Context: an optimization exercise on an open-source flow, tuned for small area, a short achievable clock period and few clock cycles per item. The choices shown serve that exercise and are no tape-out recipe.
Function was checked by simulation only, so behaviour that the tests miss may differ from the original.
Power figures rest on the tool's default switching activity, not on a simulated workload.

`flow/run.sh`:
```
#!/bin/bash
# synth_recipe.tcl (not shown) runs the flow's synth.tcl, then flattens the netlist and writes it again
# the make line also repeats each setting of config.mk as NAME=value (left out here)
make -C /OpenROAD-flow-scripts/flow DESIGN_CONFIG=/design/flow/config.mk WORK_HOME=/design/flow/orfs CLKGATE_MAP_FILE= SYNTH_SCRIPT=/design/flow/synth_recipe.tcl finish
```
`flow/design.v`:
```
`timescale 1ns / 1ps
`default_nettype none
package rybb_pkg;
  localparam int unsigned BLOCK_SAMPLES_DEF = 64;
  localparam logic [1:0] TOK_NONE   = 2'd0;   
  localparam logic [1:0] TOK_TAKEN  = 2'd1;   
  localparam logic [1:0] TOK_SAMPLE = 2'd2;   
endpackage
`default_nettype wire
`timescale 1ns / 1ps
`default_nettype none
module rybb_conv (
  input  wire logic       clk_i,
  input  wire logic [7:0] r_i,
  input  wire logic [7:0] g_i,
  input  wire logic [7:0] b_i,
  output logic      [7:0] y_o,
  output logic      [7:0] cb_o,
  output logic      [7:0] cr_o
);
  logic [7:0] r0, g0, b0;
  always_ff @(posedge clk_i) begin
    r0 <= r_i;
    g0 <= g_i;
    b0 <= b_i;
  end
  logic [9:0] e_m, e_s, e_c;
  assign e_m = ~{1'b0, g0, 1'b0};
  assign e_s = {2'b0, r0} ^ {2'b0, b0} ^ e_m;
  assign e_c = ({2'b0, r0} & {2'b0, b0}) | ({2'b0, r0} & e_m) | ({2'b0, b0} & e_m);
  logic [7:0] g1;
  logic [8:0] d11, d21;
  logic [9:0] e1;
  always_ff @(posedge clk_i) begin
    g1  <= g0;
    d11 <= {1'b0, r0} - {1'b0, g0};
    d21 <= {1'b0, b0} - {1'b0, g0};
    e1  <= e_s + {e_c[8:0], 1'b1};
  end
  wire ty_0 = e1[0] ^ ~e1[3];
  wire ty_1 = e1[0] & ~e1[3];
  wire ty_2 = e1[1] ^ ~e1[4] ^ e1[6];
  wire ty_3 = (e1[1] & ~e1[4]) | (e1[1] & e1[6]) | (~e1[4] & e1[6]);
  wire ty_4 = e1[2] ^ ~e1[5] ^ e1[7];
  wire ty_5 = (e1[2] & ~e1[5]) | (e1[2] & e1[7]) | (~e1[5] & e1[7]);
  wire ty_6 = e1[3] ^ ~e1[6] ^ e1[8];
  wire ty_7 = (e1[3] & ~e1[6]) | (e1[3] & e1[8]) | (~e1[6] & e1[8]);
  wire ty_8 = e1[4] ^ ~e1[7] ^ ~e1[9];
  wire ty_9 = (e1[4] & ~e1[7]) | (e1[4] & ~e1[9]) | (~e1[7] & ~e1[9]);
  wire ty_10 = d11[4] ^ d11[5];
  wire ty_11 = d11[4] & d11[5];
  wire ty_12 = e1[5] ^ ~e1[8] ^ d11[5];
  wire ty_13 = (e1[5] & ~e1[8]) | (e1[5] & d11[5]) | (~e1[8] & d11[5]);
  wire ty_14 = d11[6] ^ 1'b1;
  wire ty_15 = d11[6] & 1'b1;
  wire ty_16 = e1[6] ^ e1[9] ^ d11[6];
  wire ty_17 = (e1[6] & e1[9]) | (e1[6] & d11[6]) | (e1[9] & d11[6]);
  wire ty_18 = ty_0 ^ e1[5];
  wire ty_19 = ty_0 & e1[5];
  wire ty_20 = ty_2 ^ d11[1] ^ d11[2];
  wire ty_21 = (ty_2 & d11[1]) | (ty_2 & d11[2]) | (d11[1] & d11[2]);
  wire ty_22 = ty_4 ^ d11[2] ^ d11[3];
  wire ty_23 = (ty_4 & d11[2]) | (ty_4 & d11[3]) | (d11[2] & d11[3]);
  wire ty_24 = ty_6 ^ d11[3] ^ d11[4];
  wire ty_25 = (ty_6 & d11[3]) | (ty_6 & d11[4]) | (d11[3] & d11[4]);
  wire ty_26 = ty_8 ^ ty_10 ^ 1'b1;
  wire ty_27 = (ty_8 & ty_10) | (ty_8 & 1'b1) | (ty_10 & 1'b1);
  wire ty_28 = ty_12 ^ ty_14 ^ ty_9;
  wire ty_29 = (ty_12 & ty_14) | (ty_12 & ty_9) | (ty_14 & ty_9);
  wire ty_30 = ty_16 ^ d11[7] ^ ty_13;
  wire ty_31 = (ty_16 & d11[7]) | (ty_16 & ty_13) | (d11[7] & ty_13);
  wire ty_32 = e1[7] ^ d11[7] ^ ~d11[8];
  wire ty_33 = (e1[7] & d11[7]) | (e1[7] & ~d11[8]) | (d11[7] & ~d11[8]);
  wire ty_34 = ~e1[0] ^ e1[2];
  wire ty_35 = ~e1[0] & e1[2];
  wire ty_36 = ~e1[1] ^ e1[3];
  wire ty_37 = ~e1[1] & e1[3];
  wire ty_38 = ~e1[2] ^ e1[4] ^ d11[0];
  wire ty_39 = (~e1[2] & e1[4]) | (~e1[2] & d11[0]) | (e1[4] & d11[0]);
  wire ty_40 = ty_18 ^ d11[0] ^ d11[1];
  wire ty_41 = (ty_18 & d11[0]) | (ty_18 & d11[1]) | (d11[0] & d11[1]);
  wire ty_42 = ty_20 ^ ty_1 ^ ty_19;
  wire ty_43 = (ty_20 & ty_1) | (ty_20 & ty_19) | (ty_1 & ty_19);
  wire ty_44 = ty_22 ^ ty_3 ^ ty_21;
  wire ty_45 = (ty_22 & ty_3) | (ty_22 & ty_21) | (ty_3 & ty_21);
  wire ty_46 = ty_24 ^ ty_5 ^ ty_23;
  wire ty_47 = (ty_24 & ty_5) | (ty_24 & ty_23) | (ty_5 & ty_23);
  wire ty_48 = ty_26 ^ ty_7 ^ ty_25;
  wire ty_49 = (ty_26 & ty_7) | (ty_26 & ty_25) | (ty_7 & ty_25);
  wire ty_50 = ty_28 ^ ty_11 ^ ty_27;
  wire ty_51 = (ty_28 & ty_11) | (ty_28 & ty_27) | (ty_11 & ty_27);
  wire ty_52 = ty_30 ^ ty_15 ^ ty_29;
  wire ty_53 = (ty_30 & ty_15) | (ty_30 & ty_29) | (ty_15 & ty_29);
  wire ty_54 = ty_32 ^ ty_17 ^ ty_31;
  wire ty_55 = (ty_32 & ty_17) | (ty_32 & ty_31) | (ty_17 & ty_31);
  wire ty_56 = e1[8] ^ ~d11[8] ^ ty_33;
  wire ty_57 = (e1[8] & ~d11[8]) | (e1[8] & ty_33) | (~d11[8] & ty_33);
  wire [15:0] ty_a = {1'b1, ~e1[9], ty_56, ty_54, ty_52, ty_50, ty_48, ty_46, ty_44, ty_42, ty_40, ty_38, ty_36, ty_34, e1[1], e1[0]};
  wire [15:0] ty_b = {1'b0, ty_57, ty_55, ty_53, ty_51, ty_49, ty_47, ty_45, ty_43, ty_41, ty_39, ty_37, ty_35, 1'b1, 1'b0, 1'b0};
  wire tb_0 = ~d11[0] ^ ~d11[2];
  wire tb_1 = ~d11[0] & ~d11[2];
  wire tb_2 = ~d11[1] ^ ~d11[3];
  wire tb_3 = ~d11[1] & ~d11[3];
  wire tb_4 = d21[0] ^ ~d11[2] ^ ~d11[4];
  wire tb_5 = (d21[0] & ~d11[2]) | (d21[0] & ~d11[4]) | (~d11[2] & ~d11[4]);
  wire tb_6 = d21[1] ^ ~d11[3] ^ ~d11[5];
  wire tb_7 = (d21[1] & ~d11[3]) | (d21[1] & ~d11[5]) | (~d11[3] & ~d11[5]);
  wire tb_8 = ~d11[7] ^ d11[8];
  wire tb_9 = ~d11[7] & d11[8];
  wire tb_10 = d21[2] ^ ~d11[4] ^ ~d11[6];
  wire tb_11 = (d21[2] & ~d11[4]) | (d21[2] & ~d11[6]) | (~d11[4] & ~d11[6]);
  wire tb_12 = d21[3] ^ ~d11[5];
  wire tb_13 = d21[3] & ~d11[5];
  wire tb_14 = ~d11[0] ^ ~d11[2];
  wire tb_15 = ~d11[0] & ~d11[2];
  wire tb_16 = ~d11[1] ^ ~d11[3];
  wire tb_17 = ~d11[1] & ~d11[3];
  wire tb_18 = tb_0 ^ ~d11[4] ^ ~d11[5];
  wire tb_19 = (tb_0 & ~d11[4]) | (tb_0 & ~d11[5]) | (~d11[4] & ~d11[5]);
  wire tb_20 = tb_2 ^ ~d11[5] ^ ~d11[6];
  wire tb_21 = (tb_2 & ~d11[5]) | (tb_2 & ~d11[6]) | (~d11[5] & ~d11[6]);
  wire tb_22 = tb_4 ^ ~d11[6] ^ ~d11[7];
  wire tb_23 = (tb_4 & ~d11[6]) | (tb_4 & ~d11[7]) | (~d11[6] & ~d11[7]);
  wire tb_24 = tb_6 ^ tb_8 ^ 1'b1;
  wire tb_25 = (tb_6 & tb_8) | (tb_6 & 1'b1) | (tb_8 & 1'b1);
  wire tb_26 = tb_10 ^ d11[8] ^ tb_7;
  wire tb_27 = (tb_10 & d11[8]) | (tb_10 & tb_7) | (d11[8] & tb_7);
  wire tb_28 = tb_12 ^ ~d11[7] ^ 1'b1;
  wire tb_29 = (tb_12 & ~d11[7]) | (tb_12 & 1'b1) | (~d11[7] & 1'b1);
  wire tb_30 = d21[4] ^ ~d11[6] ^ d11[8];
  wire tb_31 = (d21[4] & ~d11[6]) | (d21[4] & d11[8]) | (~d11[6] & d11[8]);
  wire tb_32 = d21[5] ^ ~d11[7];
  wire tb_33 = d21[5] & ~d11[7];
  wire tb_34 = ~d11[0] ^ ~d11[1];
  wire tb_35 = ~d11[0] & ~d11[1];
  wire tb_36 = ~d11[1] ^ ~d11[2];
  wire tb_37 = ~d11[1] & ~d11[2];
  wire tb_38 = tb_14 ^ ~d11[3] ^ 1'b1;
  wire tb_39 = (tb_14 & ~d11[3]) | (tb_14 & 1'b1) | (~d11[3] & 1'b1);
  wire tb_40 = tb_16 ^ ~d11[4] ^ tb_15;
  wire tb_41 = (tb_16 & ~d11[4]) | (tb_16 & tb_15) | (~d11[4] & tb_15);
  wire tb_42 = tb_18 ^ 1'b1 ^ tb_17;
  wire tb_43 = (tb_18 & 1'b1) | (tb_18 & tb_17) | (1'b1 & tb_17);
  wire tb_44 = tb_20 ^ tb_1 ^ tb_19;
  wire tb_45 = (tb_20 & tb_1) | (tb_20 & tb_19) | (tb_1 & tb_19);
  wire tb_46 = tb_22 ^ tb_3 ^ tb_21;
  wire tb_47 = (tb_22 & tb_3) | (tb_22 & tb_21) | (tb_3 & tb_21);
  wire tb_48 = tb_24 ^ tb_5 ^ tb_23;
  wire tb_49 = (tb_24 & tb_5) | (tb_24 & tb_23) | (tb_5 & tb_23);
  wire tb_50 = tb_26 ^ tb_9 ^ tb_25;
  wire tb_51 = (tb_26 & tb_9) | (tb_26 & tb_25) | (tb_9 & tb_25);
  wire tb_52 = tb_28 ^ tb_11 ^ tb_27;
  wire tb_53 = (tb_28 & tb_11) | (tb_28 & tb_27) | (tb_11 & tb_27);
  wire tb_54 = tb_30 ^ tb_13 ^ tb_29;
  wire tb_55 = (tb_30 & tb_13) | (tb_30 & tb_29) | (tb_13 & tb_29);
  wire tb_56 = tb_32 ^ 1'b1 ^ tb_31;
  wire tb_57 = (tb_32 & 1'b1) | (tb_32 & tb_31) | (1'b1 & tb_31);
  wire tb_58 = d21[6] ^ d11[8] ^ tb_33;
  wire tb_59 = (d21[6] & d11[8]) | (d21[6] & tb_33) | (d11[8] & tb_33);
  wire tb_60 = d21[7] ^ 1'b1;
  wire tb_61 = d21[7] & 1'b1;
  wire [15:0] tb_a = {~d21[8], tb_60, tb_58, tb_56, tb_54, tb_52, tb_50, tb_48, tb_46, tb_44, tb_42, tb_40, tb_38, tb_36, tb_34, ~d11[0]};
  wire [15:0] tb_b = {tb_61, tb_59, tb_57, tb_55, tb_53, tb_51, tb_49, tb_47, tb_45, tb_43, tb_41, tb_39, tb_37, tb_35, 1'b1, 1'b1};
  wire tr_0 = d11[1] ^ ~d21[4];
  wire tr_1 = d11[1] & ~d21[4];
  wire tr_2 = d11[2] ^ ~d21[5];
  wire tr_3 = d11[2] & ~d21[5];
  wire tr_4 = ~d21[0] ^ ~d21[2];
  wire tr_5 = ~d21[0] & ~d21[2];
  wire tr_6 = ~d21[1] ^ ~d21[3];
  wire tr_7 = ~d21[1] & ~d21[3];
  wire tr_8 = ~d21[2] ^ ~d21[4];
  wire tr_9 = ~d21[2] & ~d21[4];
  wire tr_10 = d11[0] ^ ~d21[3] ^ ~d21[5];
  wire tr_11 = (d11[0] & ~d21[3]) | (d11[0] & ~d21[5]) | (~d21[3] & ~d21[5]);
  wire tr_12 = tr_0 ^ ~d21[6] ^ d21[8];
  wire tr_13 = (tr_0 & ~d21[6]) | (tr_0 & d21[8]) | (~d21[6] & d21[8]);
  wire tr_14 = tr_2 ^ ~d21[7] ^ 1'b1;
  wire tr_15 = (tr_2 & ~d21[7]) | (tr_2 & 1'b1) | (~d21[7] & 1'b1);
  wire tr_16 = d11[3] ^ ~d21[6] ^ d21[8];
  wire tr_17 = (d11[3] & ~d21[6]) | (d11[3] & d21[8]) | (~d21[6] & d21[8]);
  wire tr_18 = d11[4] ^ ~d21[7];
  wire tr_19 = d11[4] & ~d21[7];
  wire tr_20 = ~d21[0] ^ ~d21[2];
  wire tr_21 = ~d21[0] & ~d21[2];
  wire tr_22 = ~d21[1] ^ ~d21[3];
  wire tr_23 = ~d21[1] & ~d21[3];
  wire tr_24 = tr_4 ^ ~d21[4] ^ 1'b1;
  wire tr_25 = (tr_4 & ~d21[4]) | (tr_4 & 1'b1) | (~d21[4] & 1'b1);
  wire tr_26 = tr_6 ^ ~d21[5] ^ tr_5;
  wire tr_27 = (tr_6 & ~d21[5]) | (tr_6 & tr_5) | (~d21[5] & tr_5);
  wire tr_28 = tr_8 ^ ~d21[6] ^ tr_7;
  wire tr_29 = (tr_8 & ~d21[6]) | (tr_8 & tr_7) | (~d21[6] & tr_7);
  wire tr_30 = tr_10 ^ ~d21[7] ^ tr_9;
  wire tr_31 = (tr_10 & ~d21[7]) | (tr_10 & tr_9) | (~d21[7] & tr_9);
  wire tr_32 = tr_12 ^ 1'b1 ^ tr_11;
  wire tr_33 = (tr_12 & 1'b1) | (tr_12 & tr_11) | (1'b1 & tr_11);
  wire tr_34 = tr_14 ^ tr_1 ^ tr_13;
  wire tr_35 = (tr_14 & tr_1) | (tr_14 & tr_13) | (tr_1 & tr_13);
  wire tr_36 = tr_16 ^ tr_3 ^ tr_15;
  wire tr_37 = (tr_16 & tr_3) | (tr_16 & tr_15) | (tr_3 & tr_15);
  wire tr_38 = tr_18 ^ 1'b1 ^ tr_17;
  wire tr_39 = (tr_18 & 1'b1) | (tr_18 & tr_17) | (1'b1 & tr_17);
  wire tr_40 = d11[5] ^ d21[8] ^ tr_19;
  wire tr_41 = (d11[5] & d21[8]) | (d11[5] & tr_19) | (d21[8] & tr_19);
  wire tr_42 = d11[6] ^ 1'b1;
  wire tr_43 = d11[6] & 1'b1;
  wire tr_44 = d11[7] ^ 1'b1;
  wire tr_45 = d11[7] & 1'b1;
  wire [15:0] tr_a = {~d11[8], tr_44, tr_42, tr_40, tr_38, tr_36, tr_34, tr_32, tr_30, tr_28, tr_26, tr_24, tr_22, tr_20, ~d21[1], ~d21[0]};
  wire [15:0] tr_b = {tr_45, tr_43, tr_41, tr_39, tr_37, tr_35, tr_33, tr_31, tr_29, tr_27, tr_25, tr_23, tr_21, 1'b1, 1'b0, 1'b1};
  function automatic logic [2:0] lo_gp(input logic [7:0] a, input logic [7:0] b);
    logic [7:0] g, p;
    logic lo, hi;
    g  = a & b;
    p  = a | b;
    lo = g[3] | (p[3] & g[2]) | (p[3] & p[2] & g[1]) | (p[3] & p[2] & p[1] & g[0]);
    hi = g[7] | (p[7] & g[6]) | (p[7] & p[6] & g[5]) | (p[7] & p[6] & p[5] & g[4]);
    lo_gp = {hi, &p[7:4], lo};
  endfunction
  logic [7:0] g2, ya2, yb2, ba2, bb2, ra2, rb2;
  logic [2:0] ygp2, bgp2, rgp2;
  always_ff @(posedge clk_i) begin
    g2   <= g1;
    ya2  <= ty_a[15:8];
    yb2  <= ty_b[15:8];
    ygp2 <= lo_gp(ty_a[7:0], ty_b[7:0]);
    ba2  <= tb_a[15:8];
    bb2  <= tb_b[15:8];
    bgp2 <= lo_gp(tb_a[7:0], tb_b[7:0]);
    ra2  <= tr_a[15:8];
    rb2  <= tr_b[15:8];
    rgp2 <= lo_gp(tr_a[7:0], tr_b[7:0]);
  end
  logic yc, bc, rc;
  assign yc = ygp2[2] | (ygp2[1] & ygp2[0]);
  assign bc = bgp2[2] | (bgp2[1] & bgp2[0]);
  assign rc = rgp2[2] | (rgp2[1] & rgp2[0]);
  always_ff @(posedge clk_i) begin
    y_o  <= g2 + ya2 + yb2 + {7'b0, yc};
    cb_o <= ba2 + bb2 + {7'b0, bc};
    cr_o <= ra2 + rb2 + {7'b0, rc};
  end
endmodule
`default_nettype wire
`timescale 1ns / 1ps
`default_nettype none
module rgb_to_ycbcr_block_builder_unit (
  input  wire logic              clk_i,
  input  wire logic              rst_ni,
  input  wire logic              in_vld_i,
  output logic                   in_stall_o,
  input  wire logic              kind_i,
  input  wire logic [7:0]        red_i,
  input  wire logic [7:0]        green_i,
  input  wire logic [7:0]        blue_i,
  output logic                   out_vld_o,
  input  wire logic              out_stall_i,
  output logic                   pixel_taken_o,
  output logic                   sample_valid_o,
  output logic signed [8:0]      sample_o,
  output logic        [1:0]      block_type_o,
  output logic        [5:0]      element_index_o,
  output logic                   last_of_block_o
);
  localparam int unsigned FD = 8;      
  localparam int unsigned FW = 3;      
  localparam int unsigned TQ = 3;      
  localparam logic [1:0] T_NONE   = rybb_pkg::TOK_NONE;
  localparam logic [1:0] T_TAKEN  = rybb_pkg::TOK_TAKEN;
  localparam logic [1:0] T_SAMPLE = rybb_pkg::TOK_SAMPLE;
  logic       stall_q;
  logic       pend_q;
  logic [7:0] cnt_q;
  logic [5:0] wph_q;      
  logic       accept, take_px, take_pl;
  logic [1:0] tok;
  assign accept  = in_vld_i && !stall_q;
  assign take_px = accept && !kind_i && !pend_q;
  assign take_pl = accept &&  kind_i &&  pend_q;
  assign tok     = take_px ? T_TAKEN : take_pl ? T_SAMPLE : T_NONE;
  logic cnt_last_px, cnt_last_pl;
  assign cnt_last_px = (cnt_q[5:0] == 6'd63);
  assign cnt_last_pl = (cnt_q == 8'd191);
  logic       pend_d;
  logic [7:0] cnt_d, cnt_inc;
  assign cnt_inc = cnt_q + 8'd1;
  always_comb begin
    pend_d = pend_q;
    cnt_d  = cnt_q;
    if (take_px) begin
      pend_d = cnt_last_px;
      cnt_d  = cnt_last_px ? 8'd0 : cnt_inc;
    end else if (take_pl) begin
      pend_d = !cnt_last_pl;
      cnt_d  = cnt_last_pl ? 8'd0 : cnt_inc;
    end
  end
  always_ff @(posedge clk_i or negedge rst_ni) begin
    if (!rst_ni) begin
      pend_q <= 1'b0;
      cnt_q  <= '0;
    end else begin
      pend_q <= pend_d;
      cnt_q  <= cnt_d;
    end
  end
  always_ff @(posedge clk_i) begin
    wph_q <= take_px ? 6'd0 : wph_q + 6'd1;
  end
  logic [7:0] y_c, cb_c, cr_c;
  rybb_conv u_conv (
    .clk_i (clk_i),
    .r_i   (red_i),
    .g_i   (green_i),
    .b_i   (blue_i),
    .y_o   (y_c),
    .cb_o  (cb_c),
    .cr_o  (cr_c)
  );
  logic [3:0] wr_q;      
  logic [3:0] wlast_q;   
  always_ff @(posedge clk_i or negedge rst_ni) begin
    if (!rst_ni) begin
      wr_q <= '0;
    end else begin
      wr_q <= {wr_q[2:0], take_px};
    end
  end
  always_ff @(posedge clk_i) begin
    wlast_q <= {wlast_q[2:0], cnt_last_px};
  end
  logic [23:0] ring_q [64];
  always_ff @(posedge clk_i) begin
    ring_q[0] <= wr_q[3] ? {cr_c, cb_c, y_c} : ring_q[63];
    for (int i = 1; i < 64; i++) ring_q[i] <= ring_q[i-1];
  end
  logic          rd_act_q;    
  logic [5:0]    pos_q;       
  logic [7:0]    rn_q;        
  logic [FD-1:0] fth_q;
  logic          rd, fpop;
  logic [23:0]   tap;
  logic [7:0]    rd_byte;
  assign rd  = rd_act_q && (pos_q[2:0] == 3'd7) && !fth_q[FD-1];
  assign tap = ring_q[{pos_q[5:3], 3'd7}];
  always_comb begin
    unique case (rn_q[7:6])
      2'd0:    rd_byte = tap[7:0];
      2'd1:    rd_byte = tap[15:8];
      default: rd_byte = tap[23:16];
    endcase
  end
  logic rd_act_d;
  always_comb begin
    rd_act_d = rd_act_q;
    if (wr_q[3] && wlast_q[3])       rd_act_d = 1'b1;
    else if (rd && rn_q == 8'd191)   rd_act_d = 1'b0;
  end
  always_ff @(posedge clk_i or negedge rst_ni) begin
    if (!rst_ni) rd_act_q <= 1'b0;
    else         rd_act_q <= rd_act_d;
  end
  always_ff @(posedge clk_i) begin
    if (wr_q[3] && wlast_q[3]) begin
      pos_q <= 6'd63;
      rn_q  <= '0;
    end else if (rd) begin
      rn_q  <= rn_q + 8'd1;
    end else begin
      pos_q <= pos_q + 6'd1;
    end
  end
  logic [7:0]    fifo_q [FD];
  logic [FW-1:0] fwp_q, frp_q;
  always_ff @(posedge clk_i) begin
    if (rd) fifo_q[fwp_q] <= rd_byte;
  end
  always_ff @(posedge clk_i or negedge rst_ni) begin
    if (!rst_ni) begin
      fwp_q <= '0;
      frp_q <= '0;
      fth_q <= '0;
    end else begin
      if (rd)   fwp_q <= fwp_q + 1'b1;
      if (fpop) frp_q <= frp_q + 1'b1;
      if (rd && !fpop)      fth_q <= {fth_q[FD-2:0], 1'b1};
      else if (fpop && !rd) fth_q <= {1'b0, fth_q[FD-1:1]};
    end
  end
  logic [1:0] tq_cls_q [TQ];
  logic [7:0] tq_cnt_q [TQ];
  logic [2:0] tq_v_q;           
  logic [1:0] tcls_q;           
  logic       acc_q;            
  logic [1:0] tok_q;            
  logic       open, tok_avail, consume;
  logic [1:0] head_cls;
  logic       h0, h1;
  assign h0       = (tq_cnt_q[0] == 8'd0);
  assign h1       = (tq_cnt_q[0] == 8'd1);
  assign head_cls = tq_cls_q[0];
  assign tok_avail = tq_v_q[0] && !h0 && ((head_cls != T_SAMPLE) || fth_q[0]);
  assign open      = !out_v_q || !out_stall_i;
  assign consume   = open && tok_avail;
  assign fpop      = consume && (head_cls == T_SAMPLE);
  always_ff @(posedge clk_i or negedge rst_ni) begin
    if (!rst_ni) begin
      acc_q <= 1'b0;
      tok_q <= T_NONE;
    end else begin
      acc_q <= accept;
      tok_q <= tok;
    end
  end
  logic extend, push_new;
  assign extend   = acc_q && tq_v_q[0] && (tcls_q == tok_q) && (tok_q != T_NONE);
  assign push_new = acc_q && !extend;
  typedef struct packed {
    logic       retire;
    logic [2:0] v;
    logic [2:0] slot;
    logic [2:0] inc;
  } tq_step_t;
  function automatic tq_step_t tq_step(input logic ext, input logic pnew, input logic cons,
                                       input logic [2:0] v, input logic hz, input logic ho);
    tq_step_t st;
    logic [2:0] v_s;
    st.inc    = {3{ext}} & (v & ~{1'b0, v[2:1]});
    st.retire = v[0] && !st.inc[0] && (hz || (ho && cons)) && (v[1] || pnew);
    v_s       = st.retire ? {1'b0, v[2:1]} : v;
    st.slot   = {3{pnew}} & (~v_s & {v_s[1:0], 1'b1});
    st.v      = v_s | st.slot;
    tq_step = st;
  endfunction
  tq_step_t st_c0, st_c1, st;
  assign st_c0 = tq_step(extend, push_new, 1'b0, tq_v_q, h0, h1);
  assign st_c1 = tq_step(extend, push_new, 1'b1, tq_v_q, h0, h1);
  assign st    = consume ? st_c1 : st_c0;
  logic [7:0] cnt_g [TQ];
  logic [7:0] cnt0_p, cnt0_m;
  assign cnt0_p = tq_cnt_q[0] + 8'd1;
  assign cnt0_m = tq_cnt_q[0] - 8'd1;
  always_comb begin
    for (int i = 0; i < TQ; i++) cnt_g[i] = st.inc[i] ? tq_cnt_q[i] + 8'd1 : tq_cnt_q[i];
    if (consume) cnt_g[0] = st.inc[0] ? tq_cnt_q[0] : cnt0_m;
    else         cnt_g[0] = st.inc[0] ? cnt0_p : tq_cnt_q[0];
  end
  logic [1:0] tq_cls_d [TQ];
  logic [7:0] tq_cnt_d [TQ];
  always_comb begin
    for (int i = 0; i < TQ; i++) begin
      if (st.retire && (i < TQ - 1)) begin
        tq_cls_d[i] = tq_cls_q[i+1];
        tq_cnt_d[i] = cnt_g[i+1];
      end else begin
        tq_cls_d[i] = tq_cls_q[i];
        tq_cnt_d[i] = cnt_g[i];
      end
      if (st.slot[i]) begin
        tq_cls_d[i] = tok_q;
        tq_cnt_d[i] = 8'd1;
      end
    end
  end
  always_ff @(posedge clk_i) begin
    for (int i = 0; i < TQ; i++) begin
      tq_cls_q[i] <= tq_cls_d[i];
      tq_cnt_q[i] <= tq_cnt_d[i];
    end
  end
  always_ff @(posedge clk_i or negedge rst_ni) begin
    if (!rst_ni) begin
      tq_v_q <= '0;
      tcls_q <= T_NONE;
    end else begin
      tq_v_q <= st.v;
      if (push_new) tcls_q <= tok_q;
    end
  end
  logic [1:0] tcls_n;      
  logic       px_new, pl_new;
  assign tcls_n = push_new ? tok_q : tcls_q;
  assign px_new = pend_q  || !((tq_v_q[0] || acc_q) && (tcls_n == T_TAKEN));
  assign pl_new = !pend_q || !((tq_v_q[0] || acc_q) && (tcls_n == T_SAMPLE));
  function automatic logic tq_full(input logic [2:0] v, input logic pnow, input logic pnext);
    tq_full = v[2] || (v[1] && (pnow || pnext)) || (v[0] && pnow && pnext);
  endfunction
  logic st_none, st_pix, st_pull;
  always_comb begin
    st_none = tq_full(tq_v_q, push_new, 1'b0) ||
              (!pend_q && rd_act_d) ||
              (!pend_q && (cnt_q[5:0] != 6'd0) && (wph_q != 6'd63));
    st_pix  = tq_full(tq_v_q, push_new, px_new) ||
              (!pend_q && !cnt_last_px && rd_act_d);
    st_pull = tq_full(tq_v_q, push_new, pl_new) ||
              (pend_q ? (cnt_last_pl && rd_act_d)
                      : (rd_act_d || ((cnt_q[5:0] != 6'd0) && (wph_q != 6'd63))));
  end
  always_ff @(posedge clk_i) begin
    stall_q <= !accept ? st_none : kind_i ? st_pull : st_pix;
  end
  logic       out_v_q;
  logic [7:0] ocnt_q;
  logic       taken_q, sval_q, last_q;
  logic [8:0] smp_q;
  logic [1:0] btype_q;
  logic [5:0] eidx_q;
  logic [7:0] fhead;
  logic       is_smp;
  assign fhead  = fifo_q[frp_q];
  assign is_smp = (head_cls == T_SAMPLE);
  always_ff @(posedge clk_i or negedge rst_ni) begin
    if (!rst_ni) begin
      out_v_q <= 1'b0;
      ocnt_q  <= '0;
    end else begin
      if (open) out_v_q <= tok_avail;
      if (fpop) ocnt_q <= (ocnt_q == 8'd191) ? 8'd0 : ocnt_q + 8'd1;
    end
  end
  always_ff @(posedge clk_i) begin
    if (open) begin
      taken_q <= (head_cls == T_TAKEN);
      sval_q  <= is_smp;
      smp_q   <= is_smp ? {(ocnt_q[7:6] != 2'd0) && fhead[7], fhead} : 9'd0;
      btype_q <= is_smp ? ocnt_q[7:6] : 2'd0;
      eidx_q  <= is_smp ? ocnt_q[5:0] : 6'd0;
      last_q  <= is_smp && (ocnt_q[5:0] == 6'd63);
    end
  end
  assign in_stall_o      = stall_q;
  assign out_vld_o       = out_v_q;
  assign pixel_taken_o   = taken_q;
  assign sample_valid_o  = sval_q;
  assign sample_o        = smp_q;
  assign block_type_o    = btype_q;
  assign element_index_o = eidx_q;
  assign last_of_block_o = last_q;
endmodule
`default_nettype wire
```
`flow/constraint.sdc`:
```
create_clock -name core_clock -period 7.0 [get_ports {clk_i}]
set_input_delay 1.4000 -clock core_clock [delete_from_list [all_inputs] [get_ports {clk_i}]]
set_output_delay 1.4000 -clock core_clock [all_outputs]
set_load 0.01 [all_outputs]
```
`flow/config.mk`:
```
export PLATFORM = sky130hd
export DESIGN_NAME = rgb_to_ycbcr_block_builder_unit
export DESIGN_NICKNAME = rgb_to_ycbcr_block_builder_unit
export VERILOG_FILES = /design/flow/design.v
export SDC_FILE = /design/flow/constraint.sdc
export NUM_CORES = 4
export LEC_CHECK = 0
export CAP_MARGIN = 20
export CORE_MARGIN = 2
export CORE_UTILIZATION = 65
export CTS_CLUSTER_DIAMETER = 100
export CTS_CLUSTER_SIZE = 30
export SETUP_SLACK_MARGIN = 4.5
export SLEW_MARGIN = 20
```
==> out/results.txt, run 1 <==
Worst-skew pair later-pin latency: 0.66 ns
CP cell instances: buf_2
CTS buffer count: 73
Synth area leader: dfxtp_1
GPL Wtd Cong: 0.830
Startpoint Class: register
DR pass1 iterations: 7
Final setup fails: 0
Die ar.: 0.0758 sq mm
Total vias in the final route: 20900
Worst slew pin tran: 0.837 ns
Synth top area cells: dfxtp_1, edfxtp_1, fa_1
Cell family with most CP delay: flip-flops
Initial antenna violation count: 6
Iter 0 DRT Violations: 1140
Layout cells sized above 1: 10.7%
Rel. slew slack: 44.2%
Die W: 275 um
Routed Antenna Nets: 0
Pins Over Slew Limit: 0
Longest Clk Path Bufs: 3
CP max FO: 1
Avg Cell Area, Syn: 15.5 sq um
Synth warn: 8
CP Data Required Time: 5.60 ns
Register area share after synthesis: 80.4%
H-tree depth: 3
Routed len/inst: 18.2 um
Worst stage delay on the critical path: 0.37 ns
Clk pin slew, worst setup/hold paths: 0.10 ns
Site Rows: 99
CTS tree: yes
Drt drc: 0
Fillers: 4678
Detailed Place HPWL: 49100 um
Top-area cell type share of the netlist area: 72.5%
Max-cap violations: 0
Critical path type: register to primary output
Worst Path Arrival: 1.18 ns
EDFF count, synth: 90
Hold Fails Final Rpt: 0
Commonest non-fill, non-tap cell in the layout: dfxtp_1
Worst vdd ir: 0.324 mV
Syn nets: 3275
Lkg Pwr: 21.2 nW
Clock skew: 0.0389 ns
Worst Hold Class: register to register
F_max: 388 MHz
Mapped Cells: 3088
RSZ-0062 raised after global routing: true
Vias in the first global route: 21300
Outcome: finished clean
Largest net degree at the start of global routing: 45
Nets: 3396
Chip Height: 275 um
Gr ovfl total: 0
Synth-to-Final Area Change: 9.27%
Gr usage total: 20.5%
Port bufs: 50
Post-synth cell types: 91
Via density: 5.00
Cell Area, Synth: 0.0478 sq mm
I/O pin total: 51
Starting Density: 65.6%
Antenna Cells: 0
Most frequent cells in the layout: dfxtp_1, inv_1, nor2_1, nand2_1, edfxtp_1
DRT Wirelength: 76200 um
Crit. End Element: primary output
Ys async rst share: 2.36%
Setup tns final: 0 ns
Pwr Total: 19.2 mW
Cell Pwr Density: 368 mW/mm^2
First-pass GRT wire length: 119000 um
Crit path time final: 2.58 ns
Final period util: 36.9%
Root Driver: clkbuf_16
Clock sink count: 1866
CP Buf/Inv Count: 1
Top_reg_cell synth: dfxtp_1
Core area: 0.0730 sq mm
Register bit count reported by yosys: 1866
Crit-path slowest cell: edfxtp_1
CTS Hold Bufs: 0
[sequential cells by signal, summed over array words and instances, names as in the netlist, 9 cells and up]
register	cells
ring_q	1536
fifo_q	64
tq_cnt_q	24
u_conv.e1	10
smp_q	9
u_conv.d11	9
u_conv.d21	9
[final timing paths]
check	startpoint	end	slack, ns	cells past startpoint
min	ring_q[30][10]	ring_q[31][10]	0.30	0
max	smp_q[2]	sample_o[2]	4.42	1
min in group asynchronous	rst_ni	wr_q[3]	0.75	1
max reg2reg	u_conv.e1[1]	u_conv.ygp2[2]	4.54	8
max in group asynchronous	rst_ni	frp_q[0]	5.80	1
min reg2reg	ring_q[30][10]	ring_q[31][10]	0.30	0
[metrics by stage]
stage	setup WS, ns	instances	area, sq um	utilization, %	hold slack, ns
floorplan	4.15	3088	48000	-	0.310
global placement	3.06	4054	49500	67.8	0.310
detailed placement	2.92	4054	49500	67.8	0.312
CTS	4.37	4171	51900	71.2	0.301
global route	4.36	4188	52300	71.6	0.295
finish	4.42	4188	52300	71.6	0.303
[layout make-up]
cell class | instances | area (sq um) | area share, %
timing repair buffer | 101 | 940 | 1.80
tap | 959 | 1200 | 2.30
clock inverter | 8 | 175 | 0.335
clock buffer | 87 | 1920 | 3.68
inverter | 173 | 677 | 1.29
sequential | 1866 | 38500 | 73.7
multi-input combinational | 994 | 8830 | 16.9
[report_power, final]
part           internal [mW]  switching [mW]
Sequential              11.3           0.394
Clock                   2.01            3.00
Combinational           1.13            1.35
[per-layer routing]
metal,GRT usage [%],vias to the layer above,part of all wire [%]
li1,-,10300,-
met1,28.8,10200,48
met2,33.4,313,46
met3,3.31,119,3.6
met4,5.90,2,2.6
met5,0,-,0.016
[kinds of logic (layout without fill, tap and decap cells)]
group | Yosys count | count (layout) | synth area share, %
flip-flops | 1866 | 1866 | 80.4
AND/OR/NAND/NOR | 381 | 382 | 3.85
AO/OA/AOI/OAI | 253 | 253 | 3.66
buffers and inverters | 229 | 369 | 1.93
adder cells (fa/ha/maj) | 166 | 166 | 5.38
multiplexers | 114 | 114 | 3.30
XOR/XNOR | 79 | 79 | 1.45
[cells in the mapped netlist, types with 12 or more instances]
cell and n:
fa_1 69, clkbuf_1 31, nor2b_1 28, mux4_2 30
nand2_1 105, a221oi_1 18, inv_1 170, dfrtp_1 44
mux2i_1 39, o21ai_0 48, xor2_1 28, and2_1 12
nor2_1 113, dfxtp_1 1732, ha_1 89, mux2_2 42
nand3_1 27, nand2b_1 14, a21o_1 13, edfxtp_1 90
nor3_1 26, buf_2 15, xnor2_1 51, a21oi_1 57
[timing repair]
item | in CTS | in global routing
buffers inserted | 20 | 17
cloned | 2 | 0
pin swaps | 11 | 18
setup endpoints to repair | 185 | 175
resized for setup | 169 | 52
Testbench counts, summed over its fixed seeds: cycles 39,032, items 32,768.
==> run 2: changes to the inputs <==
--- a/flow/config.mk
+++ b/flow/config.mk
@@ -8,7 +8,8 @@
 export CAP_MARGIN = 20
 export CORE_MARGIN = 2
 export CORE_UTILIZATION = 65
+export CTS_BUF_LIST = sky130_fd_sc_hd__clkbuf_8 sky130_fd_sc_hd__clkbuf_16
 export CTS_CLUSTER_DIAMETER = 100
 export CTS_CLUSTER_SIZE = 30
-export SETUP_SLACK_MARGIN = 4.5
+export SETUP_SLACK_MARGIN = 4.4
 export SLEW_MARGIN = 20
==> run 2 against run 1 <==
Still clean; sequential share of layout area rose by 0.51 points; final area fell by 0.72%; non-clock buffer count fell by 22; critical path type unchanged.
==> out/results.txt, run 2 <==
RSZ-0062 raised after global routing: true
Total vias in the final route: 20700 (-1.3%)
Synth top area cells: dfxtp_1, edfxtp_1, fa_1
Initial antenna violation count: 7 (+1)
Worst hold slack: 0.319 ns (+0.0169 ns)
Iter 0 DRT Violations: 1206 (+5.8%)
Register area share after synthesis: 80.4% (unchanged)
Routed Antenna Nets: 0 (unchanged)
Worst stage delay on the critical path: 0.38 ns (about the same)
Critical path type: register to primary output
Core area: 0.0730 sq mm (unchanged)
Gr ovfl total: 0 (unchanged)
Post-route cell area: 0.0519 sq mm (-0.72%)
DRT Wirelength: 74400 um (-2.3%)
Starting Density: 65.6% (unchanged)
Top-area cell type share of the netlist area: 72.5% (unchanged)
I/O pin total: 51 (unchanged)
CP cell instances: buf_2
Clk pin slew, worst setup/hold paths: 0.10 ns (about the same)
Final setup fails: 0 (unchanged)
Worst vdd ir: 0.321 mV (-1.0%)
Crit-path slowest cell: edfxtp_1
Longest Clk Path Bufs: 3 (unchanged)
Clock sink count: 1866 (unchanged)
Port bufs: 50 (unchanged)
Cell family with most CP delay: flip-flops
Clock skew: 0.0269 ns (-0.0120 ns)
Routed len/inst: 17.9 um (-1.8%)
Final period util: 36.9% (+0.046 points)
CTS tree: yes
Mapped Cells: 3088 (unchanged)
Outcome: finished clean
CP max FO: 1 (unchanged)
Chip Height: 275 um (unchanged)
Worst-skew pair later-pin latency: 0.65 ns (about the same)
Die W: 275 um (unchanged)
Crit. End Element: primary output
Placed Area: 0.0494 sq mm (about the same)
GPL Wtd Cong: 0.810 (-2.4%)
Syn nets: 3275 (unchanged)
F_max: 387 MHz (-0.12%)
Synth warn: 8 (unchanged)
Drt drc: 0 (unchanged)
Root Driver: clkbuf_16
H-tree depth: 3 (unchanged)
Vias in the first global route: 21200 (-0.78%)
Layout cells sized above 1: 9.35% (-1.3 points)
Largest net degree at the start of global routing: 47 (+4.4%)
Via density: 4.96 (-0.81%)
Antenna Cells: 0 (unchanged)
Clock Power Share: 26.0% (about the same)
Max reg flops: 1536 (unchanged)
Sw Pwr: 4.69 mW (-1.2%)
Cell Area, Synth: 0.0478 sq mm (unchanged)
Switching part of the total: 24.6% (-0.12 points)
Avg Cell Area, Syn: 15.5 sq um (unchanged)
Gr usage total: 20.2% (-0.33 points)
Register with the most flip-flops: ring_q
EDFF count, synth: 90 (unchanged)
Post-synth cell types: 91 (unchanged)
Max-cap violations: 0 (unchanged)
Nets: 3374 (-0.65%)
Most common cell in the netlist: dfxtp_1
Hold Fails Final Rpt: 0 (unchanged)
Site Rows: 99 (unchanged)
Sequential share of power: 61.5% (+0.5 points)
Rel. slew slack: 40.0% (-4.2 points)
CP Buf/Inv Count: 1 (unchanged)
Worst slew pin tran: 0.895 ns (+0.0585 ns)
Setup tns final: 0 ns (unchanged)
Commonest cells in the netlist: dfxtp_1, inv_1, nor2_1
Worst Hold Class: register to register
Cell Pwr Density: 368 mW/mm^2 (about the same)
Ys async rst share: 2.36% (unchanged)
Die ar.: 0.0758 sq mm (unchanged)
Top_reg_cell synth: dfxtp_1
First-pass GRT wire length: 117000 um (-1.5%)
Largest regs: ring_q x1536, fifo_q x64, tq_cnt_q x24
Synth-to-Final Area Change: 8.49%
CP Data Required Time: 5.60 ns (about the same)
Startpoint Class: register
CTS Hold Bufs: 0 (unchanged)
CTS buffer count: 73 (unchanged)
Most frequent cells in the layout: dfxtp_1, inv_1, nor2_1, nand2_1, edfxtp_1
Pins Over Slew Limit: 0 (unchanged)
Lkg Pwr: 21.1 nW (-0.38%)
Layout Utilization: 71.1% (-0.52 points)
Worst Path Arrival: 1.18 ns (about the same)
Commonest non-fill, non-tap cell in the layout: dfxtp_1
DR pass1 iterations: 5 (-2)
Crit path time final: 2.58 ns (+0.00320 ns)
Register bit count reported by yosys: 1866 (unchanged)
Detailed Place HPWL: 48700 um (-0.68%)
Synth area leader: dfxtp_1
Comb power frac: 12.5% (-0.4 points)
Power Internal: 14.4 mW (-0.56%)
## run 2: cell counts after synthesis
No cell type changed its count.
## run 2: power groups by stage
stage / registers (mW) / logic [mW] / clock network [mW]
floorplan: 11.8 / 1.78 / 0
global placement: 12.0 / 2.28 / 0
detailed placement: 12.0 / 2.36 / 0
CTS: 11.8 / 2.40 / 5.07
global route: 11.8 / 2.77 / 5.46
finish: 11.7 / 2.39 / 4.96
## run 2: stage by stage
step,setup slack (ns),total power [mW],cells
finish,4.42,19.1,4167
global route,4.31,20.1,4167
CTS,4.36,19.2,4161
detailed placement,2.97,14.4,4050
global placement,3.04,14.3,4050
floorplan,4.15,13.6,3088
## run 2: cell families (layout without fill, tap and decap cells)
| kind of cell | Yosys count | in the layout | synth area share [%] |
|---|---|---|---|
| AOI/OAI and AO/OA | 253 | 253 | 3.66 |
| xor gates and xnor gates | 79 | 79 | 1.45 |
| adders and majority gates | 166 | 166 | 5.38 |
| buffers and inverters | 229 | 348 | 1.93 |
| DFF | 1866 | 1866 | 80.4 |
| muxes | 114 | 114 | 3.30 |
| and+or+nand+nor | 381 | 382 | 3.85 |
## run 2: final timing paths
path                                     from             end  slack (ns)  depth (start not counted)
worst max-delay path                 smp_q[1]     sample_o[1]        4.42                          1
worst min-delay path            ring_q[2][20]   ring_q[3][20]        0.32                          0
worst max register to register  u_conv.d21[1]  u_conv.rgp2[2]        4.48                          6
worst min register to register  ring_q[2][20]   ring_q[3][20]        0.32                          0
max in group asynchronous              rst_ni         out_v_q        5.76                          1
min in group asynchronous              rst_ni       tq_v_q[2]        0.75                          1
## run 2: cell type report
type	instances	area, sq um
Sequential cell	1866	38500
Fill cell	4757	21100
Multi-Input combinational cell	994	8740
Clock buffer	73	1830
Tap cell	959	1200
Timing Repair Buffer	79	722
Inverter	173	661
Clock inverter	23	229
## run 2: what timing repair did
action	CTS	global route
endpoints found under the setup margin	181	96
setup buffers	13	6
pin swaps	4	7
cloned	2	0
gates resized for setup	155	28
## run 2: metal layers
| layer | share of wire, % | track usage (%) | vias to the layer above |
|---|---|---|---|
| met5 | 0 | 0 | - |
| met4 | 2.6 | 6.00 | 0 |
| met3 | 3.7 | 3.07 | 120 |
| met2 | 46 | 32.7 | 321 |
| met1 | 47 | 28.5 | 9975 |
| li1 | - | - | 10200 |
==> run 3: changes to the inputs <==
==> flow/config.mk (replaced) <==
export PLATFORM = sky130hd
export DESIGN_NAME = rgb_to_ycbcr_block_builder_unit
export DESIGN_NICKNAME = rgb_to_ycbcr_block_builder_unit
export VERILOG_FILES = /design/flow/design.v
export SDC_FILE = /design/flow/constraint.sdc
export NUM_CORES = 4
export LEC_CHECK = 0
export CAP_MARGIN = 5
export CORE_MARGIN = 2
export CORE_UTILIZATION = 65
export CTS_CLUSTER_DIAMETER = 100
export CTS_CLUSTER_SIZE = 30
export SETUP_SLACK_MARGIN = 4.4
export SLEW_MARGIN = 5
==> run 3 against run 2 <==
Power is essentially flat; cell count is essentially flat; largest cell class unchanged; still clean; wire length is essentially flat; core utilization is essentially flat; critical endpoint unchanged; critical path depth is the same; synthesized cell count is the same; clock skew shrank 0.00072 ns; sequential share of layout area is essentially flat; first-iteration DRC count shrank 1.9%; sequential cell count is the same; area after synthesis is the same.
==> out/results.txt, run 3 <==
Die ar.: 0.0758 sq mm (unchanged)
CTS tree: yes
Chip Height: 275 um (unchanged)
DR pass1 iterations: 6 (+1)
Clock skew: 0.0262 ns (-0.000718 ns)
Synth warn: 8 (unchanged)
Ys async rst share: 2.36% (unchanged)
Routed Antenna Nets: 0 (unchanged)
Vias in the first global route: 21200 (unchanged)
Crit path time final: 2.58 ns (+0.00127 ns)
Cell Pwr Density: 368 mW/mm^2 (about the same)
Worst Path Arrival: 1.18 ns (about the same)
Outcome: finished clean
Iter 0 DRT Violations: 1183 (-1.9%)
Routed len/inst: 17.9 um (about the same)
RR Endpoint: u_conv.rgp2[2]
Commonest cells in the netlist: dfxtp_1, inv_1, nor2_1
Clk pin slew, worst setup/hold paths: 0.10 ns (about the same)
Hold Fails Final Rpt: 0 (unchanged)
Placed insts: 4050 (unchanged)
Synth area leader: dfxtp_1
Synth top area cells: dfxtp_1, edfxtp_1, fa_1
Die W: 275 um (unchanged)
RSZ-0062 raised after global routing: true
Most common cell in the netlist: dfxtp_1
EDFF count, synth: 90 (unchanged)
Hold Crit Depth: 0 (unchanged)
Total vias in the final route: 20700 (+0.30%)
Fillers: 4756 (-0.021%)
I/O pin total: 51 (unchanged)
Non-filler cells, final: 4170 (+0.072%)
Final period util: 36.9% (about the same)
Reg2reg start: u_conv.d21[1]
Detailed Place HPWL: 48700 um (unchanged)
Syn nets: 3275 (unchanged)
Worst-skew pair later-pin latency: 0.65 ns (about the same)
Gr ovfl total: 0 (unchanged)
H-tree depth: 3 (unchanged)
Register bit count reported by yosys: 1866 (unchanged)
Critical path type: register to primary output
CP cell instances: buf_2
Register with the most flip-flops: ring_q
Via density: 4.97 (+0.22%)
Worst slew pin tran: 1.12 ns (+0.227 ns)
Crit. End Element: primary output
Crit-path slowest cell: edfxtp_1
Register area share after synthesis: 80.4% (unchanged)
Commonest non-fill, non-tap cell in the layout: dfxtp_1
Longest Clk Path Bufs: 3 (unchanged)
Lkg Pwr: 21.0 nW (-0.19%)
Rel. slew slack: 25.1% (-15 points)
Site Rows: 99 (unchanged)
Worst hold endpoint: ring_q[60][19]
Top-area cell type share of the netlist area: 72.5% (unchanged)
Starting Density: 65.6% (unchanged)
CP Buf/Inv Count: 1 (unchanged)
Antenna Cells: 0 (unchanged)
First-pass GRT wire length: 117000 um (unchanged)
Drt drc: 0 (unchanged)
GPL Wtd Cong: 0.810 (unchanged)
Final setup fails: 0 (unchanged)
Largest regs: ring_q x1536, fifo_q x64, tq_cnt_q x24
Worst vdd ir: 0.321 mV (+0.12%)
Max reg flops: 1536 (unchanged)
CP Data Required Time: 5.60 ns (about the same)
R2r setup slk: 4.48 ns (about the same)
Core area: 0.0730 sq mm (unchanged)
Initial antenna violation count: 7 (unchanged)
Port bufs: 50 (unchanged)
Root Driver: clkbuf_16
CP max FO: 1 (unchanged)
Clock sink count: 1866 (unchanged)
Pins Over Slew Limit: 0 (unchanged)
Synth-to-Final Area Change: 8.52% (about the same)
Most frequent cells in the layout: dfxtp_1, inv_1, nor2_1, nand2_1, edfxtp_1
R2r worst-path depth: 6 (unchanged)
Top_reg_cell synth: dfxtp_1
Nets: 3377 (+0.089%)
Worst Hold Class: register to register
Largest net degree at the start of global routing: 47 (unchanged)
Layout cells sized above 1: 9.37% (+0.022 points)
Max-cap violations: 0 (unchanged)
Setup tns final: 0 ns (unchanged)
Worst Hold Launch: ring_q[59][19]
Post-synth cell types: 91 (unchanged)
CTS Hold Bufs: 0 (unchanged)
F_max: 387 MHz (about the same)
Cell Area, Synth: 0.0478 sq mm (unchanged)
Worst stage delay on the critical path: 0.38 ns (about the same)
CTS buffer count: 73 (unchanged)
Mapped Cells: 3088 (unchanged)
Gr usage total: 20.2% (unchanged)
Startpoint Class: register
Avg Cell Area, Syn: 15.5 sq um (unchanged)
DRT Wirelength: 74500 um (about the same)
Cell family with most CP delay: flip-flops
## run 3: cell type report
type | instances | area (sq um) | share of cell area (%)
clock buffers | 85 | 1870 | 3.61
clock inverters | 11 | 184 | 0.354
flip-flops and latches | 1866 | 38500 | 74.2
multi-input cells | 994 | 8730 | 16.8
well taps | 959 | 1200 | 2.31
repair buffers | 82 | 742 | 1.43
inverters | 173 | 661 | 1.27
## run 3: power breakdown
group / internal [mW] / total (mW) / switching [mW]
registers: 11.3 / 11.7 / 0.400
logic: 1.10 / 2.39 / 1.29
clock network: 1.97 / 4.98 / 3.00
## run 3: per-stage QoR
stage | hold slack (ns) | instance area [sq um] | worst slack (ns) | total power [mW] | utilization, %
2_1_floorplan | 0.310 | 47900 | 4.15 | 13.6 | -
3_3_place_gp | 0.310 | 49400 | 3.04 | 14.3 | 67.7
3_5_place_dp | 0.312 | 49400 | 2.97 | 14.4 | 67.7
4_1_cts | 0.316 | 51800 | 4.36 | 19.2 | 71.0
5_1_grt | 0.321 | 51900 | 4.31 | 20.1 | 71.2
6_report | 0.320 | 51900 | 4.42 | 19.1 | 71.2
## run 3: worst max-delay path by stage
stage                   start             end  cells after the start
6_report             smp_q[1]     sample_o[1]                      1
5_1_grt        u_conv.ygp2[1]   u_conv.y_o[6]                     12
4_1_cts              smp_q[1]     sample_o[1]                      1
3_5_place_dp      out_stall_i  tq_cls_q[2][0]                      6
3_3_place_gp      out_stall_i  tq_cls_q[2][0]                      6
2_1_floorplan     out_stall_i  tq_cls_q[1][0]                      8
## run 3: kinds of logic (layout without fill, tap and decap cells)
| family | after synthesis | after routing | synth area share [%] |
|---|---|---|---|
| DFF | 1866 | 1866 | 80.4 |
| and+or+nand+nor | 381 | 382 | 3.85 |
| AOI/OAI and AO/OA | 253 | 253 | 3.66 |
| buffers and inverters | 229 | 351 | 1.93 |
| adders and majority gates | 166 | 166 | 5.38 |
| muxes | 114 | 114 | 3.30 |
| xor gates and xnor gates | 79 | 79 | 1.45 |
## run 3: routing by layer
layer | global-route usage, % | share of wire (%) | vias up
met2 | 32.7 | 46 | 332
met5 | 0 | 0 | -
met3 | 3.07 | 3.5 | 116
li1 | - | - | 10200
met1 | 28.5 | 48 | 10000
met4 | 6.00 | 2.6 | 0
## run 3: repair_timing
item,4_1_cts,5_1_grt
endpoints found under the setup margin,181,105
cloned,2,0
buffers inserted,13,9
gates resized for setup,155,27
pin swaps,4,7
==> run 4: changes to the inputs <==
==> flow/config.mk (replaced) <==
export PLATFORM = sky130hd
export DESIGN_NAME = rgb_to_ycbcr_block_builder_unit
export DESIGN_NICKNAME = rgb_to_ycbcr_block_builder_unit
export VERILOG_FILES = /design/flow/design.v
export SDC_FILE = /design/flow/constraint.sdc
export NUM_CORES = 4
export LEC_CHECK = 0
export CAP_MARGIN = 20
export CORE_MARGIN = 2
export CORE_UTILIZATION = 65
export CTS_CLUSTER_DIAMETER = 90
export CTS_CLUSTER_SIZE = 32
export SETUP_SLACK_MARGIN = 4.4
export SLEW_MARGIN = 20
==> run 4 against run 3 <==
Still clean on timing, DRC and antenna; power decreased by 0.42%; sequential power is essentially flat; wire length grew 0.28%; sequential share of layout area hardly changed; clock skew rose by 0.0015 ns; worst setup slack improved by 0.0057 ns; maximum frequency rose by 0.22%; sequential cell count did not move; final area about the same; critical endpoint is now out_vld_o; highest routed layer is now met5.
==> out/results.txt, run 4 <==
Outcome: finished clean
First-pass GRT wire length: 116000 um (-0.31%)
Drt drc: 0 (unchanged)
Clock Power Share: 25.7% (-0.3 points)
Max reg flops: 1536 (unchanged)
Die W: 275 um (unchanged)
CP Data Required Time: 5.60 ns (about the same)
Largest net degree at the start of global routing: 45 (-4.3%)
Power Internal: 14.4 mW (-0.38%)
RR Endpoint: u_conv.rgp2[2]
Reg2reg start: u_conv.d21[1]
Total vias in the final route: 20700 (-0.21%)
Register bit count reported by yosys: 1866 (unchanged)
Largest regs: ring_q x1536, fifo_q x64, tq_cnt_q x24
Gr usage total: 20.2% (about the same)
Vias in the first global route: 21000 (-0.76%)
CP cell instances: buf_6
Avg Cell Area, Syn: 15.5 sq um (unchanged)
Top_reg_cell synth: dfxtp_1
Final period util: 36.8% (-0.082 points)
Critical path depth: 1 (unchanged)
Routed len/inst: 17.9 um (+0.23%)
Commonest cells in the netlist: dfxtp_1, inv_1, nor2_1
Starting Density: 65.6% (unchanged)
Worst-skew pair later-pin latency: 0.65 ns (about the same)
Pwr Total: 19.0 mW (-0.42%)
Longest Clk Path Bufs: 3 (unchanged)
Worst Path Arrival: 1.18 ns (about the same)
Synth area leader: dfxtp_1
Max-cap violations: 0 (unchanged)
Commonest non-fill, non-tap cell in the layout: dfxtp_1
Antenna Cells: 0 (unchanged)
Crit. End Element: primary output
Worst stage delay on the critical path: 0.42 ns (+0.04 ns)
Cell Area, Synth: 0.0478 sq mm (unchanged)
Startpoint Class: register
Worst Hold Class: register to register
Post-route cell area: 0.0519 sq mm (about the same)
RSZ-0062 raised after global routing: true
Via density: 4.96 (-0.26%)
DR pass1 iterations: 5 (-1)
F_max: 388 MHz (+0.22%)
R2r setup slk: 4.47 ns (about the same)
Pins Over Slew Limit: 0 (unchanged)
Cell Pwr Density: 366 mW/mm^2 (-0.48%)
CTS buffer count: 69 (-5.5%)
DRT Wirelength: 74700 um (+0.28%)
Layout cells sized above 1: 9.49% (+0.12 points)
CTS Hold Bufs: 0 (unchanged)
Clock sink count: 1866 (unchanged)
Detailed Place HPWL: 48700 um (unchanged)
Sw Pwr: 4.67 mW (-0.53%)
Most frequent cells in the layout: dfxtp_1, inv_1, nor2_1, nand2_1, edfxtp_1
R2r worst-path depth: 6 (unchanged)
Nets: 3380 (+0.089%)
Post-synth cell types: 91 (unchanged)
CP max FO: 2 (+1)
Final setup fails: 0 (unchanged)
Crit-path slowest cell: dfrtp_2
Gr ovfl total: 0 (unchanged)
Register area share after synthesis: 80.4% (unchanged)
Worst Setup SP: out_v_q
Worst slew pin tran: 1.21 ns (+0.0852 ns)
Register with the most flip-flops: ring_q
Worst vdd ir: 0.326 mV (+1.5%)
Synth top area cells: dfxtp_1, edfxtp_1, fa_1
Top-area cell type share of the netlist area: 72.5% (unchanged)
Cell family with most CP delay: flip-flops
Initial antenna violation count: 8 (+1)
Setup tns final: 0 ns (unchanged)
Routed Antenna Nets: 0 (unchanged)
Crit path capture: out_vld_o
Clk pin slew, worst setup/hold paths: 0.11 ns (about the same)
Rel. slew slack: 19.4% (-5.7 points)
Syn nets: 3275 (unchanged)
Most common cell in the netlist: dfxtp_1
Iter 0 DRT Violations: 1127 (-4.7%)
H-tree depth: 3 (unchanged)
Placed Area: 0.0494 sq mm (unchanged)
Critical path type: register to primary output
Comb power frac: 12.5% (about the same)
Port bufs: 50 (unchanged)
Clock skew: 0.0277 ns (+0.00153 ns)
Synth warn: 8 (unchanged)
Crit path time final: 2.58 ns (-0.00573 ns)
Die ar.: 0.0758 sq mm (unchanged)
Switching part of the total: 24.5% (-0.028 points)
EDFF count, synth: 90 (unchanged)
Lkg Pwr: 21.1 nW (about the same)
Hold Fails Final Rpt: 0 (unchanged)
Sequential share of power: 61.7% (+0.2 points)
Core area: 0.0730 sq mm (unchanged)
CTS tree: yes
I/O pin total: 51 (unchanged)
GPL Wtd Cong: 0.810 (unchanged)
Chip Height: 275 um (unchanged)
Mapped Cells: 3088 (unchanged)
CP Buf/Inv Count: 1 (unchanged)
Ys async rst share: 2.36% (unchanged)
Site Rows: 99 (unchanged)
Synth-to-Final Area Change: 8.58% (about the same)
Root Driver: clkbuf_16
run 4: changes by cell type in the layout (fill, tap and decap cells not counted), moves of 2 or more:
cell / change
o21ai_1: +2
clkbuf_1: -2
inv_6: -3
buf_4: +8
clkbuf_16: -2
run 4: stage by stage:
step,hold slack (ns),worst slack [ns],instances,util [%]
3_3_place_gp,0.310,3.04,4050,67.7
6_report,0.314,4.42,4172,71.2
2_1_floorplan,0.310,4.15,3088,-
5_1_grt,0.319,4.35,4172,71.2
3_5_place_dp,0.312,2.97,4050,67.7
4_1_cts,0.312,4.37,4156,70.9
run 4: how the worst min path moves through the flow:
| stage | cells past startpoint | endpoint | start |
|---|---|---|---|
| floorplan | 0 | ring_q[10][0] | ring_q[9][0] |
| global placement | 0 | ring_q[30][10] | ring_q[29][10] |
| detailed placement | 0 | ring_q[29][3] | ring_q[28][3] |
| CTS | 0 | ring_q[35][6] | ring_q[34][6] |
| global route | 0 | ring_q[23][6] | ring_q[22][6] |
| finish | 0 | ring_q[19][12] | ring_q[18][12] |
run 4: layout make-up:
| type | count | area (sq um) |
|---|---|---|
| Timing Repair Buffer | 90 | 833 |
| Fill cell | 4765 | 21000 |
| Tap cell | 959 | 1200 |
| Clock inverter | 9 | 159 |
| Multi-Input combinational cell | 993 | 8750 |
| Inverter | 173 | 661 |
| Sequential cell | 1866 | 38500 |
| Clock buffer | 82 | 1820 |
run 4: power by group through the flow:
stage	registers, mW	clock network (mW)	logic (mW)
after floorplan	11.8	0	1.78
after global placement	12.0	0	2.28
after detailed placement	12.0	0	2.36
after CTS	11.8	5.02	2.40
after global routing	11.8	5.38	2.77
final	11.8	4.90	2.38
run 4: routing by layer:
metal	vias up	share of wire, %	GRT usage [%]
met1	10000	48	28.3
li1	10300	-	-
met2	299	46	32.9
met3	115	3.4	3.27
met5	-	0.011	0
met4	2	2.7	5.60
run 4: repair_timing:
action | 4_1_cts | 5_1_grt
resized for setup | 154 | 32
setup endpoints to repair | 181 | 105
pin swaps | 4 | 7
gates cloned | 2 | 0
setup buffers | 13 | 16
hold endpoints to repair | 0 | 0
run 4: kinds of logic (layout without fill, tap and decap cells):
family	after synthesis	after routing	share of synthesized area (%)
muxes	114	114	3.30
DFF	1866	1866	80.4
buffers and inverters	229	354	1.93
adders and majority gates	166	166	5.38
AOI/OAI and AO/OA	253	253	3.66
xor gates and xnor gates	79	79	1.45
and+or+nand+nor	381	381	3.85
==> run 5: changes to the inputs <==
--- a/flow/config.mk
+++ b/flow/config.mk
@@ -8,7 +8,8 @@
 export CAP_MARGIN = 20
 export CORE_MARGIN = 2
 export CORE_UTILIZATION = 65
-export CTS_CLUSTER_DIAMETER = 90
-export CTS_CLUSTER_SIZE = 32
+export CTS_BUF_LIST = sky130_fd_sc_hd__clkbuf_8
+export CTS_CLUSTER_DIAMETER = 60
+export CTS_CLUSTER_SIZE = 16
 export SETUP_SLACK_MARGIN = 4.4
 export SLEW_MARGIN = 20
==> run 5 against run 4 <==
Maximum frequency decreased by 5.2%; largest power group unchanged; area after synthesis unchanged; critical endpoint is now pixel_taken_o; critical path depth unchanged; synthesized cell count unchanged; still clean on timing, DRC and antenna; sequential cell count stayed put; sequential power about the same; register-to-register slack about the same; clock skew up 0.0037 ns; critical path type unchanged.
==> out/results.txt, run 5 <==
Register bit count reported by yosys: 1866 (unchanged)
Longest Clk Path Bufs: 3 (unchanged)
Cell family with most CP delay: flip-flops
Routed Antenna Nets: 0 (unchanged)
Vias in the first global route: 21800 (+3.6%)
Register with the most flip-flops: ring_q
DR pass1 iterations: 5 (unchanged)
CTS tree: yes
Syn nets: 3275 (unchanged)
I/O pin total: 51 (unchanged)
Register area: 0.0385 sq mm (about the same)
Register area share after synthesis: 80.4% (unchanged)
Setup tns final: 0 ns (unchanged)
CP cell instances: buf_2
Crit-path slowest cell: edfxtp_1
Die W: 275 um (unchanged)
Gr ovfl total: 0 (unchanged)
First-pass GRT wire length: 117000 um (+0.63%)
Via density: 4.94 (-0.29%)
Routed len/inst: 17.4 um (-2.7%)
Worst Hold Class: register to register
Crit. End Element: primary output
Root Driver: clkbuf_8
Chip Height: 275 um (unchanged)
Worst-skew pair later-pin latency: 0.79 ns (+0.14 ns)
Final setup fails: 0 (unchanged)
Cell Area, Synth: 0.0478 sq mm (unchanged)
Most common cell in the netlist: dfxtp_1
CP Buf/Inv Count: 1 (unchanged)
DRT Wirelength: 74000 um (-0.86%)
CP max FO: 1 (-1)
H-tree depth: 4 (+1)
Max-cap violations: 0 (unchanged)
Pins Over Slew Limit: 0 (unchanged)
Synth top area cells: dfxtp_1, edfxtp_1, fa_1
Most frequent cells in the layout: dfxtp_1, inv_1, clkbuf_8, nor2_1, nand2_1
Total vias in the final route: 21000 (+1.5%)
Rel. slew slack: 41.4% (+22 points)
Largest regs: ring_q x1536, fifo_q x64, tq_cnt_q x24
Met3 Usage GRT: 3.67% (+0.40 points)
Top-area cell type share of the netlist area: 72.5% (unchanged)
Nets: 3438 (+1.7%)
Worst vdd ir: 0.280 mV (-14%)
Commonest cells in the netlist: dfxtp_1, inv_1, nor2_1
Worst stage delay on the critical path: 0.39 ns (-0.03 ns)
Worst Path Arrival: 1.32 ns (+0.14 ns)
CP Data Required Time: 5.60 ns (about the same)
Met2 Use GR: 32.4% (-0.52 points)
Lkg Pwr: 21.2 nW (+0.82%)
Multi-input logic area: 0.00870 sq mm (-0.59%)
Final period util: 38.8% (+2.0 points)
Layout cells sized above 1: 11.2% (+1.7 points)
Clock skew: 0.0314 ns (+0.00365 ns)
Core area: 0.0730 sq mm (unchanged)
Clk pin slew, worst setup/hold paths: 0.09 ns (-0.02 ns)
Crit path time final: 2.72 ns (+0.140 ns)
Mapped Cells: 3088 (unchanged)
EDFF count, synth: 90 (unchanged)
Synth-to-Final Area Change: 8.78%
F_max: 368 MHz (-5.2%)
Gr usage total: 20.3% (+0.15 points)
Startpoint Class: register
Worst hold slack: 0.306 ns (-0.00849 ns)
Starting Density: 65.6% (unchanged)
CTS buffer count: 137 (+99%)
Iter 0 DRT Violations: 982 (-13%)
Ys async rst share: 2.36% (unchanged)
Synth area leader: dfxtp_1
Initial antenna violation count: 8 (unchanged)
Post-synth cell types: 91 (unchanged)
Clock sink count: 1866 (unchanged)
Fillers: 4790 (+0.52%)
Gr busiest metal: met2
Site Rows: 99 (unchanged)
Worst slew pin tran: 0.875 ns (-0.332 ns)
Avg Cell Area, Syn: 15.5 sq um (unchanged)
Synth warn: 8 (unchanged)
Hold Fails Final Rpt: 0 (unchanged)
Die ar.: 0.0758 sq mm (unchanged)
Cell Pwr Density: 367 mW/mm^2 (+0.12%)
Max reg flops: 1536 (unchanged)
Top_reg_cell synth: dfxtp_1
Port bufs: 50 (unchanged)
Critical path type: register to primary output
Largest net degree at the start of global routing: 47 (+4.4%)
GPL Wtd Cong: 0.810 (unchanged)
Outcome: finished clean
Commonest non-fill, non-tap cell in the layout: dfxtp_1
Met1 usage: 28.1% (-0.28 points)
Detailed Place HPWL: 48700 um (unchanged)
Drt drc: 0 (unchanged)
RSZ-0062 raised after global routing: true
==> run 5: cell counts after synthesis <==
No cell type changed its count.
==> run 5: layout make-up <==
| cell class | count | share of cell area [%] |
|---|---|---|
| clock buffers | 137 | 3.62 |
| clock inverters | 39 | 0.647 |
| inverters | 173 | 1.27 |
| diodes | 2 | 0.00962 |
| well taps | 959 | 2.31 |
| multi-input cells | 994 | 16.7 |
| flip-flops and latches | 1866 | 74.0 |
| repair buffers | 79 | 1.41 |
==> run 5: worst paths after layout <==
kind | cells after the start | endpoint | start | slack [ns]
min | 0 | ring_q[60][16] | ring_q[59][16] | 0.31
max | 1 | pixel_taken_o | taken_q | 4.28
min reg2reg | 0 | ring_q[60][16] | ring_q[59][16] | 0.31
max reg2reg | 6 | u_conv.rgp2[2] | u_conv.d21[1] | 4.48
min in group asynchronous | 1 | tq_v_q[2] | rst_ni | 0.61
max in group asynchronous | 1 | tq_v_q[1] | rst_ni | 5.92
==> run 5: what timing repair did <==
item | in CTS | in global routing
buffers inserted | 11 | 8
cloned | 2 | 0
pin swaps | 4 | 6
hold buffers | 0 | 0
resized for setup | 149 | 27
setup endpoints to repair | 168 | 94
==> run 5: through the flow <==
| step | setup slack [ns] | instance area [sq um] | cells | util [%] | power [mW] |
|---|---|---|---|---|---|
| final | 4.28 | 52000 | 4249 | 71.3 | 19.1 |
| after floorplan | 4.15 | 47900 | 3088 | - | 13.6 |
| after global routing | 4.19 | 52000 | 4249 | 71.3 | 20.1 |
| after detailed placement | 2.97 | 49400 | 4050 | 67.7 | 14.4 |
| after CTS | 4.19 | 51900 | 4239 | 71.1 | 19.3 |
| after global placement | 3.04 | 49400 | 4050 | 67.7 | 14.3 |
==> run 5: kinds of logic (layout without fill, tap and decap cells) <==
family          after synthesis  count (layout)  synth area share [%]
compound gates              253             253                  3.66
xor+xnor                     79              79                  1.45
fa+ha+maj                   166             166                  5.38
buf+inv                     229             428                  1.93
flops                      1866            1866                  80.4
mux                         114             114                  3.30
other cells                   0               2                     0
simple gates                381             382                  3.85
==> run 5: where the power goes <==
group | total (mW) | internal, mW | switching, mW
combinational | 2.36 | 1.09 | 1.28
sequential | 11.7 | 11.3 | 0.398
clock | 4.99 | 1.86 | 3.13
total | 19.1 | 14.3 | 4.80
==> run 5: metal layers <==
metal,vias up,wire length (um)
met5,-,0
met4,0,2060
met3,134,2790
met2,368,34000
met1,10100,35200
li1,10400,-

-- afterwards: timing with drivers on the ports --
The results above use ideal ports. As a check the final layouts listed here were re-extracted and re-timed, cells and wires unchanged. Step 1 (the two cells are an assumption about what drives the block):
set clk [get_ports {clk_i}]
set_driving_cell -lib_cell sky130_fd_sc_hd__clkbuf_16 $clk
set_driving_cell -lib_cell sky130_fd_sc_hd__buf_2 [delete_from_list [all_inputs] $clk]
Step 2 adds t to the input delays and takes it off the output delays; t is the mean of the earliest and latest rising clock arrival at the registers after step 1. Input paths then give back, and output paths get back, about the clock's delay inside the block. Three values: ideal ports, drivers, drivers and shift; two values: the first two.
run | t, ns | setup slack, ns | clock arrival spread, ns | worst register clock-pin slew, ns | pins driven straight from the clock port
run 1 | 0.715 | 4.420 / 4.354 / 3.912 | 0.060 / 0.061 | 0.11 / 0.11 | 1
run 2 | 0.711 | 4.417 / 4.350 / 3.843 | 0.042 / 0.042 | 0.11 / 0.11 | 1
run 3 | 0.714 | 4.416 / 4.348 / 3.847 | 0.041 / 0.041 | 0.11 / 0.11 | 1
run 4 | 0.705 | 4.421 / 4.356 / 3.800 | 0.032 / 0.032 | 0.12 / 0.12 | 1
run 5 | 0.841 | 4.281 / 4.213 / 3.737 | 0.036 / 0.036 | 0.10 / 0.10 | 1
After both steps every run listed still meets setup and hold. The setup slack of run 4, which loses most, moves by -0.065 ns with the drivers and by -0.621 ns with both steps.
